This is an optimization exercise on Yosys and OpenROAD, whose aim is small area and a short achievable clock period, not a production implementation. In this exercise RTL edits were held to simulation tests only and were not proved equivalent to the original.

==> amber <==
==> flow/design.v <==
package dma_pkg;
    localparam int addr_w     = 32;
    localparam int data_w     = 64;
    localparam int beat_bytes = data_w / 8;
    localparam int pixel_w = 24;
    localparam int burst_len   = 16;
    localparam int burst_bytes = burst_len * beat_bytes;
    localparam int image_w = 16;
    localparam int image_h = 4;
    localparam int frame_bytes = image_w * image_h * beat_bytes;
    localparam int buff_num = 3;
    localparam int fifo_depth = 64;
    typedef logic [data_w-1:0] beat_t;
    typedef logic [addr_w-1:0] addr_t;
    typedef logic [1:0] slot_t;
    typedef logic [$clog2(burst_len+1)-1:0] beat_cnt_t;
    typedef logic [$clog2(fifo_depth+1)-1:0] level_t;
endpackage
module dma_frame_writer #(
    parameter dma_pkg::addr_t wr_base_addr = 32'h0200_0000
) (
    input  logic                             M_AXI_ACLK,
    input  logic                             M_AXI_ARESETN,
    output dma_pkg::addr_t                   m_axi_awaddr,
    output logic [7:0]                       m_axi_awlen,
    output logic [2:0]                       m_axi_awsize,
    output logic [1:0]                       m_axi_awburst,
    output logic                             m_axi_awvalid,
    input  logic                             m_axi_awready,
    output dma_pkg::beat_t                   m_axi_wdata,
    output logic [dma_pkg::beat_bytes-1:0]   m_axi_wstrb,
    output logic                             m_axi_wlast,
    output logic                             m_axi_wvalid,
    input  logic                             m_axi_wready,
    input  logic [1:0]                       m_axi_bresp,
    input  logic                             m_axi_bvalid,
    output logic                             m_axi_bready,
    input  logic                             pre_vs,
    input  logic                             pre_de,
    input  logic [dma_pkg::pixel_w-1:0]      pre_data,
    output logic                             wr_req,
    input  logic                             wr_enable,
    output logic                             wr_burst_now,
    output logic                             wr_burst_end
);
    localparam int pw    = dma_pkg::pixel_w;
    localparam int ring  = dma_pkg::fifo_depth - 1;
    localparam int rp_w  = $clog2(ring);
    assign m_axi_awlen   = 8'(dma_pkg::burst_len - 1);
    assign m_axi_awsize  = 3'($clog2(dma_pkg::beat_bytes));
    assign m_axi_awburst = 2'b01;
    assign m_axi_wstrb   = '1;
    always_ff @(posedge M_AXI_ACLK) begin
        if (!M_AXI_ARESETN) m_axi_bready <= 1'b0;
        else                m_axi_bready <= 1'b1;
    end
    logic       vs_d;
    logic       vs_rise, vs_fall;
    logic [1:0] slot;
    logic       base_load;
    assign vs_rise = pre_vs && !vs_d;
    assign vs_fall = !pre_vs && vs_d;
    always_ff @(posedge M_AXI_ACLK) begin
        if (!M_AXI_ARESETN) begin
            vs_d      <= 1'b0;
            slot      <= 2'd0;
            base_load <= 1'b0;
        end else begin
            vs_d      <= pre_vs;
            base_load <= vs_fall;
            if (vs_fall) slot <= (slot == 2'd2) ? 2'd0 : slot + 2'd1;
        end
    end
    logic [pw-1:0]   head_lo, head_hi;
    logic [pw-1:0]   mem [ring];
    logic [ring:0]   occ;
    logic            hv;
    logic            full, empty, one;
    logic            push_ok, pop_ok, to_head;
    logic            ring_push, ring_pop;
    logic            w_hs;
    assign full      = occ[ring];
    assign empty     = !hv;
    assign one       = hv && occ[0];
    assign push_ok   = pre_de && !full && !vs_rise;
    assign pop_ok    = w_hs && !empty && !vs_rise;
    assign to_head   = pop_ok ? one : empty;
    assign ring_push = push_ok && !to_head;
    assign ring_pop  = pop_ok && !one;
    assign m_axi_wdata = {{(dma_pkg::data_w - pw){1'b0}}, head_lo | head_hi};
    localparam int ngrp = ring / 3;
    logic [pw-1:0] grp_n [ngrp];
    for (genvar g = 0; g < ngrp; g++) begin : g_grp
        for (genvar b = 0; b < pw; b++) begin : g_bit
            ring_aoi u_aoi (
                .s0 (occ[3*g+1]), .d0 (mem[3*g][b]),
                .s1 (occ[3*g+2]), .d1 (mem[3*g+1][b]),
                .s2 (occ[3*g+3]), .d2 (mem[3*g+2][b]),
                .y_n(grp_n[g][b])
            );
        end
    end
    localparam int nlo = (ngrp + 1) / 2;
    logic [pw-1:0] rd_lo, rd_hi;
    always_comb begin
        rd_lo = '0;
        rd_hi = '0;
        for (int g = 0; g < ngrp; g++) begin
            if (g < nlo) rd_lo = rd_lo | ~grp_n[g];
            else         rd_hi = rd_hi | ~grp_n[g];
        end
    end
    always_ff @(posedge M_AXI_ACLK) begin
        if (pre_de && !full) begin
            mem[0] <= pre_data;
            for (int i = 1; i < ring; i++) mem[i] <= mem[i-1];
        end
    end
    always_ff @(posedge M_AXI_ACLK) begin
        if (!M_AXI_ARESETN || vs_rise) begin
            occ    <= (ring+1)'(1);
            hv     <= 1'b0;
            wr_req <= 1'b0;
            head_lo <= '0;
            head_hi <= '0;
        end else begin
            if (ring_push && !ring_pop) begin
                occ    <= {occ[ring-1:0], 1'b0};
                wr_req <= wr_req || occ[14];
            end else if (ring_pop && !ring_push) begin
                occ    <= {1'b0, occ[ring:1]};
                wr_req <= wr_req && !occ[15];
            end
            if (to_head) begin
                head_lo <= push_ok ? pre_data : '0;
                head_hi <= '0;
                hv      <= push_ok;
            end else if (pop_ok) begin
                head_lo <= rd_lo;
                head_hi <= rd_hi;
            end
        end
    end
    logic        start, aw_hs;
    logic [24:0] aw_hi;
    assign start = wr_req && wr_enable && !wr_burst_now;
    assign aw_hs = m_axi_awvalid && m_axi_awready;
    assign m_axi_awaddr = {aw_hi, wr_base_addr[6:0]};
    always_ff @(posedge M_AXI_ACLK) begin
        if (!M_AXI_ARESETN) begin
            wr_burst_now  <= 1'b0;
            m_axi_awvalid <= 1'b0;
            aw_hi         <= wr_base_addr[31:7];
        end else begin
            if (wr_burst_end) wr_burst_now <= 1'b0;
            else if (start)   wr_burst_now <= 1'b1;
            if (aw_hs)        m_axi_awvalid <= 1'b0;
            else if (start)   m_axi_awvalid <= 1'b1;
            if (base_load)    aw_hi <= wr_base_addr[31:7] + {21'd0, slot, 2'b00};
            else if (aw_hs)   aw_hi <= aw_hi + 25'd1;
        end
    end
    logic [3:0] beat_cnt;
    assign w_hs         = m_axi_wvalid && m_axi_wready;
    assign wr_burst_end = m_axi_wlast && m_axi_wready;
    always_ff @(posedge M_AXI_ACLK) begin
        if (!M_AXI_ARESETN) begin
            m_axi_wvalid <= 1'b0;
            m_axi_wlast  <= 1'b0;
            beat_cnt     <= 4'd0;
        end else begin
            if (wr_burst_end) m_axi_wvalid <= 1'b0;
            else if (aw_hs)   m_axi_wvalid <= 1'b1;
            if (wr_burst_end) beat_cnt <= 4'd0;
            else if (w_hs)    beat_cnt <= beat_cnt + 4'd1;
            m_axi_wlast <= m_axi_wlast ? !m_axi_wready
                                       : (w_hs && beat_cnt == 4'd14);
        end
    end
endmodule
module ring_aoi (
    input  logic s0, d0, s1, d1, s2, d2,
    output logic y_n
);
    assign y_n = !((s0 && d0) || (s1 && d1) || (s2 && d2));
endmodule
==> flow/flow/run.sh <==
#!/bin/bash
# The standard layout (standard.sh) with two layout choices changed:
# clock tree sinks clustered more coarsely without dummy loads, and
# port buffers started from buf_2 (timing repair may still resize them).
set -euo pipefail
cat >> "$FLOW_CONFIG" <<'EOT'
export CTS_ARGS = -sink_clustering_enable -repair_clock_nets -dont_use_dummy_load -sink_clustering_size 20 -sink_clustering_max_diameter 80
export BUFFER_PORTS_ARGS = -buffer_cell sky130_fd_sc_hd__buf_2
EOT
bash standard.sh > standard.log 2>&1
==> flow/standard.sh <==
#!/bin/bash
# synth_recipe.tcl (not shown) runs the flow's synth.tcl, then flattens the netlist and writes it again
# the make line also repeats each setting of config.mk as NAME=value (left out here)
make -C /OpenROAD-flow-scripts/flow DESIGN_CONFIG=/design/flow/config.mk WORK_HOME=/design/flow/orfs CLKGATE_MAP_FILE= SYNTH_SCRIPT=/design/flow/synth_recipe.tcl "${@:-finish}"
==> flow/config.mk <==
export PLATFORM = sky130hd
export DESIGN_NAME = dma_frame_writer
export DESIGN_NICKNAME = dma_frame_writer
export VERILOG_FILES = /design/flow/design.v
export SDC_FILE = /design/flow/constraint.sdc
export NUM_CORES = 4
export LEC_CHECK = 0
export CAP_MARGIN = 20
export CORE_MARGIN = 2
export CORE_UTILIZATION = 40
export SETUP_SLACK_MARGIN = 2.85
export SLEW_MARGIN = 20
export SYNTH_HIERARCHICAL = 1
export SYNTH_MINIMUM_KEEP_SIZE = 0
export CTS_ARGS = -sink_clustering_enable -repair_clock_nets -dont_use_dummy_load -sink_clustering_size 20 -sink_clustering_max_diameter 80
export BUFFER_PORTS_ARGS = -buffer_cell sky130_fd_sc_hd__buf_2
==> flow/constraint.sdc <==
create_clock -name core_clock -period 5.5 [get_ports {M_AXI_ACLK}]
set_input_delay 1.1000 -clock core_clock [delete_from_list [all_inputs] [get_ports {M_AXI_ACLK}]]
set_output_delay 1.1000 -clock core_clock [all_outputs]
set_load 0.01 [all_outputs]
==> cedar (differences from amber) <==
--- a/flow/design.v
+++ b/flow/design.v
@@ -72,72 +72,53 @@
         end
     end
-    logic [pw-1:0]   head_lo, head_hi;
+    logic [6:0]      level;
+    logic [pw-1:0]   head;
     logic [pw-1:0]   mem [ring];
-    logic [ring:0]   occ;
-    logic            hv;
+    logic [rp_w-1:0] wp;
+    logic [ring-1:0] rsel;
     logic            full, empty, one;
     logic            push_ok, pop_ok, to_head;
-    logic            ring_push, ring_pop;
     logic            w_hs;
-    assign full      = occ[ring];
-    assign empty     = !hv;
-    assign one       = hv && occ[0];
-    assign push_ok   = pre_de && !full && !vs_rise;
-    assign pop_ok    = w_hs && !empty && !vs_rise;
-    assign to_head   = pop_ok ? one : empty;
-    assign ring_push = push_ok && !to_head;
-    assign ring_pop  = pop_ok && !one;
-    assign m_axi_wdata = {{(dma_pkg::data_w - pw){1'b0}}, head_lo | head_hi};
-    localparam int ngrp = ring / 3;
-    logic [pw-1:0] grp_n [ngrp];
-    for (genvar g = 0; g < ngrp; g++) begin : g_grp
-        for (genvar b = 0; b < pw; b++) begin : g_bit
-            ring_aoi u_aoi (
-                .s0 (occ[3*g+1]), .d0 (mem[3*g][b]),
-                .s1 (occ[3*g+2]), .d1 (mem[3*g+1][b]),
-                .s2 (occ[3*g+3]), .d2 (mem[3*g+2][b]),
-                .y_n(grp_n[g][b])
-            );
-        end
+    assign full    = level[6];
+    assign empty   = (level == 7'd0);
+    assign one     = (level == 7'd1);
+    assign push_ok = pre_de && !full && !vs_rise;
+    assign pop_ok  = w_hs && !empty && !vs_rise;
+    assign to_head = pop_ok ? one : empty;
+    logic [6:0] level_n;
+    always_comb begin
+        level_n = level;
+        if (push_ok && !pop_ok) level_n = level + 7'd1;
+        else if (pop_ok && !push_ok) level_n = level - 7'd1;
     end
-    localparam int nlo = (ngrp + 1) / 2;
-    logic [pw-1:0] rd_lo, rd_hi;
+    assign m_axi_wdata = {{(dma_pkg::data_w - pw){1'b0}}, head};
+    logic [pw-1:0]   rdata;
     always_comb begin
-        rd_lo = '0;
-        rd_hi = '0;
-        for (int g = 0; g < ngrp; g++) begin
-            if (g < nlo) rd_lo = rd_lo | ~grp_n[g];
-            else         rd_hi = rd_hi | ~grp_n[g];
+        rdata = '0;
+        for (int i = 0; i < ring; i++) begin
+            rdata   = rdata | ({pw{rsel[i]}} & mem[i]);
         end
     end
     always_ff @(posedge M_AXI_ACLK) begin
-        if (pre_de && !full) begin
-            mem[0] <= pre_data;
-            for (int i = 1; i < ring; i++) mem[i] <= mem[i-1];
-        end
+        if (pre_de && !full) mem[wp] <= pre_data;
     end
     always_ff @(posedge M_AXI_ACLK) begin
         if (!M_AXI_ARESETN || vs_rise) begin
-            occ    <= (ring+1)'(1);
-            hv     <= 1'b0;
+            level  <= 7'd0;
             wr_req <= 1'b0;
-            head_lo <= '0;
-            head_hi <= '0;
+            wp    <= '0;
+            rsel  <= ring'(1);
+            head  <= '0;
         end else begin
-            if (ring_push && !ring_pop) begin
-                occ    <= {occ[ring-1:0], 1'b0};
-                wr_req <= wr_req || occ[14];
-            end else if (ring_pop && !ring_push) begin
-                occ    <= {1'b0, occ[ring:1]};
-                wr_req <= wr_req && !occ[15];
-            end
-            if (to_head) begin
-                head_lo <= push_ok ? pre_data : '0;
-                head_hi <= '0;
-                hv      <= push_ok;
-            end else if (pop_ok) begin
-                head_lo <= rd_lo;
-                head_hi <= rd_hi;
-            end
+            level  <= level_n;
+            wr_req <= (level_n >= 7'd16);
+            if (push_ok && !to_head)
+                wp <= (wp == rp_w'(ring - 1)) ? '0 : wp + 1'b1;
+            if (pop_ok && !one)
+                rsel <= {rsel[ring-2:0], rsel[ring-1]};
+            if (to_head)
+                head <= push_ok ? pre_data : '0;
+            else if (pop_ok)
+                head <= rdata;
         end
     end
@@ -179,8 +160,2 @@
     end
 endmodule
-module ring_aoi (
-    input  logic s0, d0, s1, d1, s2, d2,
-    output logic y_n
-);
-    assign y_n = !((s0 && d0) || (s1 && d1) || (s2 && d2));
-endmodule
==> flow/run.sh (new file) <==
#!/bin/bash
# synth_recipe.tcl (not shown) runs the flow's synth.tcl, then flattens the netlist and writes it again
# the make line also repeats each setting of config.mk as NAME=value (left out here)
make -C /OpenROAD-flow-scripts/flow DESIGN_CONFIG=/design/flow/config.mk WORK_HOME=/design/flow/orfs CLKGATE_MAP_FILE= SYNTH_SCRIPT=/design/flow/synth_recipe.tcl finish
==> flow/config.mk (replaced) <==
export PLATFORM = sky130hd
export DESIGN_NAME = dma_frame_writer
export DESIGN_NICKNAME = dma_frame_writer
export VERILOG_FILES = /design/flow/design.v
export SDC_FILE = /design/flow/constraint.sdc
export NUM_CORES = 4
export LEC_CHECK = 0
export CAP_MARGIN = 20
export CORE_MARGIN = 2
export CORE_UTILIZATION = 40
export SETUP_SLACK_MARGIN = 2.95
export SLEW_MARGIN = 20
removed: flow/flow/run.sh
removed: flow/standard.sh
==> results.yml <==
timing:
  finalCritPeriodShare_pct: 47.92
  slew_headroom_pct: 18.37
routing:
  wl_met2_um: 103700
  vias_per_cell: 6.812
yosys:
  synth_warnings: 1
  syn_inst: 3489
setup_path:
  cpMaxStageDelayCell: "dfxtp_2"
  crit_cells: 6
clock_tree:
  post_cts_resized: 242
  insertion_delay_ps: 820
place:
  place_area_mm2: 0.06409
cells_and_area:
  nFillCells: 12210
status:
  status: "no timing/DRC/antenna violations"
power_and_ir_drop:
  clock_power_share_pct: 44.5
  internal_power_uw: 20160
  pg_comb_uw: 413
die:
  num_tap_cells: 1930
That was cedar.
==> results.yml <==
status:
  status: "no timing/DRC/antenna violations"
yosys:
  netlist_area_mm2: 0.05864
  synth_warnings: 10
routing:
  vias_per_cell: 5.989
  wl_met2_um: 61520
cells_and_area:
  nFillCells: 12490
  n_all_inverters: 11
power_and_ir_drop:
  pg_comb_uw: 424
  ir_drop_v: 0.0002972
  clock_power_share_pct: 30.7
die:
  num_tap_cells: 1917
clock_tree:
  post_cts_resized: 33
  insertion_delay_ps: 710
timing:
  finalCritPeriodShare_pct: 47.30
place:
  place_area_mm2: 0.06182
setup_path:
  cpMaxStageDelayCell: "and2_1"
That was amber.

-- what the ideal ports hide --
The flow's constraints put no driver on any port. The routed layouts listed below were extracted and timed again, unchanged, in two steps.
Step 1, drivers: a clkbuf_16 drives M_AXI_ACLK and a buf_2 each remaining input, both assumed.
Step 2 adds t to the input delays and takes it off the output delays; t is the mean of the earliest and latest rising clock arrival at the registers after step 1. Input paths then give back, and output paths get back, about the clock's delay inside the block.
Three values: ideal ports, drivers, drivers and shift; two values: the first two.
run | t (ns) | setup slack, ns | worst hold slack (ns) | clock arrival spread, ns | worst register clock-pin slew, ns
amber | 0.750 | 2.899 / 2.837 / 2.206 | 0.421 / 0.421 / 0.421 | 0.074 / 0.074 | 0.09 / 0.09
cedar | 0.881 | 2.865 / 2.865 / 2.055 | 0.477 / 0.477 / 0.477 | 0.041 / 0.041 | 0.07 / 0.07
After both steps setup and hold are still met in every run listed. The setup slack of cedar, which loses most, moves by 0.000 ns with the drivers and by -0.810 ns with both steps.
